From an optimization exercise on the open Yosys and OpenROAD flow, aimed at small area; shortcuts taken in it are not production practice. At most, simulation tests tie the RTL to the original design; equivalence was not proved. Power is estimated from default activity; no workload was simulated.

Setup of maple:
## vid_top
module vid_top (
    input  logic                   clk,
    input  logic                   reset,
    input  logic                   reg_wr,
    input  logic [8-1:0] reg_addr,
    input  logic [32-1:0] reg_data,
    input  logic                   pix_wr,
    input  logic [32-1:0] pix_data,
    output logic                   pix_full,
    output logic                   hsync,
    output logic                   vsync,
    output logic                   blank,
    output logic [7:0]             r,
    output logic [7:0]             g,
    output logic [7:0]             b,
    output logic                   underrun
);
Settings: LEC_CHECK=0, CAP_MARGIN=20, CORE_MARGIN=2, CORE_UTILIZATION=60, CTS_CLUSTER_DIAMETER=70, CTS_CLUSTER_SIZE=34, SLEW_MARGIN=20, SYNTH_HIERARCHICAL=1; clock period 5.0 ns.
standard.sh (not shown) runs the stock make flow with config.mk's settings and CLKGATE_MAP_FILE= SYNTH_SCRIPT=/design/flow/synth_recipe.tcl, a recipe that flattens the netlist after the stock synthesis.
==> flow/flow/run.sh <==
#!/bin/bash
# The standard layout (the standard.sh, unchanged synthesis, floorplan,
# power grid and routing) with two changes to how cells are added:
# - the port buffers are the platform's smallest buffer (buf_1) instead of
#   the resizer's default choice;
# - clock tree synthesis adds no dummy loads to balance the leaf nets.
# Each tool's full output is in the ORFS logs under orfs/logs; make's own
# output is in standard_flow.log.
set -euo pipefail
export BUFFER_PORTS_ARGS="-buffer_cell sky130_fd_sc_hd__buf_1"
export CTS_ARGS="-sink_clustering_enable -repair_clock_nets -dont_use_dummy_load -sink_clustering_size 34 -sink_clustering_max_diameter 70"
bash standard.sh finish > standard_flow.log 2>&1
maple did not stop at any stage, and its layout met the timing, design-rule and antenna checks.
> inputs changed (maple -> fjord)
--- a/flow/flow/run.sh
+++ b/flow/flow/run.sh
@@ -5,3 +5,5 @@
 #   the resizer's default choice;
-# - clock tree synthesis adds no dummy loads to balance the leaf nets.
+# - clock tree synthesis adds no dummy loads to balance the leaf nets;
+# - after global routing, gates off the critical paths are downsized
+#   (repair_timing -recover_power).
 # Each tool's full output is in the ORFS logs under orfs/logs; make's own
@@ -10,2 +12,3 @@
 export BUFFER_PORTS_ARGS="-buffer_cell sky130_fd_sc_hd__buf_1"
+export RECOVER_POWER=100
 export CTS_ARGS="-sink_clustering_enable -repair_clock_nets -dont_use_dummy_load -sink_clustering_size 34 -sink_clustering_max_diameter 70"
[summary]
The final report for fjord shows a completed flow and a layout that fails verification, specifically max-capacitance violations, max-slew violations. Any difference in minimum clock period after layout between maple and fjord is small enough to ignore. met2 routed wirelength down about 0.5% in fjord wrt maple. Routed wire length on met3 went down slightly going from maple to fjord. Compared with maple, in fjord summed instance area of the synthesized netlist now sits at about the same level; final worst hold slack down 0.0035 ns.
Setup changes, fjord to lagoon
Settings: CAP_MARGIN: 20 -> 5; SLEW_MARGIN: 20 -> 5.
--- a/flow/flow/run.sh
+++ b/flow/flow/run.sh
@@ -5,5 +5,3 @@
 #   the resizer's default choice;
-# - clock tree synthesis adds no dummy loads to balance the leaf nets;
-# - after global routing, gates off the critical paths are downsized
-#   (repair_timing -recover_power).
+# - clock tree synthesis adds no dummy loads to balance the leaf nets.
 # Each tool's full output is in the ORFS logs under orfs/logs; make's own
@@ -12,3 +10,2 @@
 export BUFFER_PORTS_ARGS="-buffer_cell sky130_fd_sc_hd__buf_1"
-export RECOVER_POWER=100
 export CTS_ARGS="-sink_clustering_enable -repair_clock_nets -dont_use_dummy_load -sink_clustering_size 34 -sink_clustering_max_diameter 70"
--- outcome ---
fjord finished all stages; layout check result: FAIL, due to max-capacitance violations, max-slew violations. In summary, lagoon completed successfully, with a layout that passed the timing, design-rule and antenna checks. The fraction of power consumed by combinational cells on lagoon is in line with that on fjord. The placed instance area was comparable across fjord and lagoon. For cell count after placement, lagoon and fjord come out practically identical. Flip-flop and latch power essentially unchanged between fjord and lagoon. Run comparison: lagoon timing endpoint of the critical path u_out.hsync$_DFF_PP0_; fjord timing endpoint of the critical path u_out.vsync$_DFF_PP0_. Where setup slack is concerned, fjord is outperformed by lagoon. Re worst hold slack: fjord was higher than lagoon. Routed wire length of fjord is on par with lagoon.
#### Input delta (willow over lagoon)
Settings: SLEW_MARGIN: 5 -> 10; CTS_CLUSTER_SIZE: 34 -> 36; CAP_MARGIN: 5 -> 10.
--- a/flow/flow/run.sh
+++ b/flow/flow/run.sh
@@ -10,3 +10,3 @@
 export BUFFER_PORTS_ARGS="-buffer_cell sky130_fd_sc_hd__buf_1"
-export CTS_ARGS="-sink_clustering_enable -repair_clock_nets -dont_use_dummy_load -sink_clustering_size 34 -sink_clustering_max_diameter 70"
+export CTS_ARGS="-sink_clustering_enable -repair_clock_nets -dont_use_dummy_load -sink_clustering_size 36 -sink_clustering_max_diameter 70"
 bash standard.sh finish > standard_flow.log 2>&1
willow ended with every stage complete and zero timing, DRC or antenna violations. Diff willow..lagoon | wire length on met2 | negligible. Reported for lagoon and willow, number of enable flip-flop cells after synthesis turned out identical to the last digit. Any difference in share of total power consumed by net switching between lagoon and willow is small enough to ignore.

========
Another version of the RTL of vid_top (not shown whole).
Size in the first run: ~2100 cells after synthesis, roughly 950 flip-flops, roughly 110 I/O pins, ~36000 sq um of cells after synthesis.
==> flow/config.mk <==
export PLATFORM = sky130hd
export DESIGN_NAME = vid_top
export DESIGN_NICKNAME = vid_top
export VERILOG_FILES = /design/flow/design.v
export SDC_FILE = /design/flow/constraint.sdc
export NUM_CORES = 4
export LEC_CHECK = 0
export CAP_MARGIN = 20
export CORE_MARGIN = 2
export CORE_UTILIZATION = 60
export CTS_BUF_LIST = sky130_fd_sc_hd__clkbuf_8
export SLEW_MARGIN = 20
==> flow/constraint.sdc <==
create_clock -name core_clock -period 5.0 [get_ports {clk}]
set_input_delay 1.0000 -clock core_clock [delete_from_list [all_inputs] [get_ports {clk}]]
set_output_delay 1.0000 -clock core_clock [all_outputs]
set_load 0.01 [all_outputs]
run.sh (not shown) runs the stock make flow with config.mk's settings and CLKGATE_MAP_FILE= SYNTH_SCRIPT=/design/flow/synth_recipe.tcl, a recipe that flattens the netlist after the stock synthesis.
Stock flow here: none of the scripts above is used.
The baseline finished clean.
Edit:
Settings changed: CORE_UTILIZATION 60 to 40, CTS_BUF_LIST sky130_fd_sc_hd__clkbuf_8 to not set.
What happened: Sequential share of layout area came out lower by 1.9 points. Non-clock buffer count came out higher by 14. Core utilization came out lower by 22 points. Global-route usage came out lower by 10 points. Register-to-register slack is worse by 0.04 ns.
No run of this note included a check of the RTL's function; only the layout flow was run.

[static timing again, ports no longer ideal]
The results above use ideal ports. As a check the final layouts listed here were re-extracted and re-timed, cells and wires unchanged. Step 1 sets driving cells, clkbuf_16 on the clock port and buf_2 on the other inputs (assumed; they add their load-dependent delay and slew). Step 2 moves the port delays by t, midway between the first and last clock arrival at a register: inputs arrive t later, outputs are due t later. That takes back most of the time a late clock gives input paths. Three values: ideal ports, drivers, drivers and shift; two values: the first two.
| run | t, ns | setup WS [ns] | hold slack, ns | clock arrival spread, ns |
|---|---|---|---|---|
| maple | 0.654 | 0.251 / 0.251 / 0.251 | 0.355 / 0.311 / 0.357 | 0.085 / 0.085 |
| fjord | 0.654 | 0.251 / 0.251 / 0.251 | 0.352 / 0.309 / 0.356 | 0.082 / 0.082 |
| lagoon | 0.662 | 0.295 / 0.295 / 0.295 | 0.341 / 0.304 / 0.361 | 0.070 / 0.070 |
| willow | 0.653 | 0.282 / 0.282 / 0.282 | 0.362 / 0.326 / 0.362 | 0.090 / 0.089 |
| the first run of note 2 | 0.853 | 0.969 / 0.906 / 1.001 | 0.342 / 0.342 / 0.342 | 0.027 / 0.027 |
| the second run of note 2 | 0.722 | 0.956 / 0.956 / 0.956 | 0.364 / 0.364 / 0.364 | 0.043 / 0.043 |
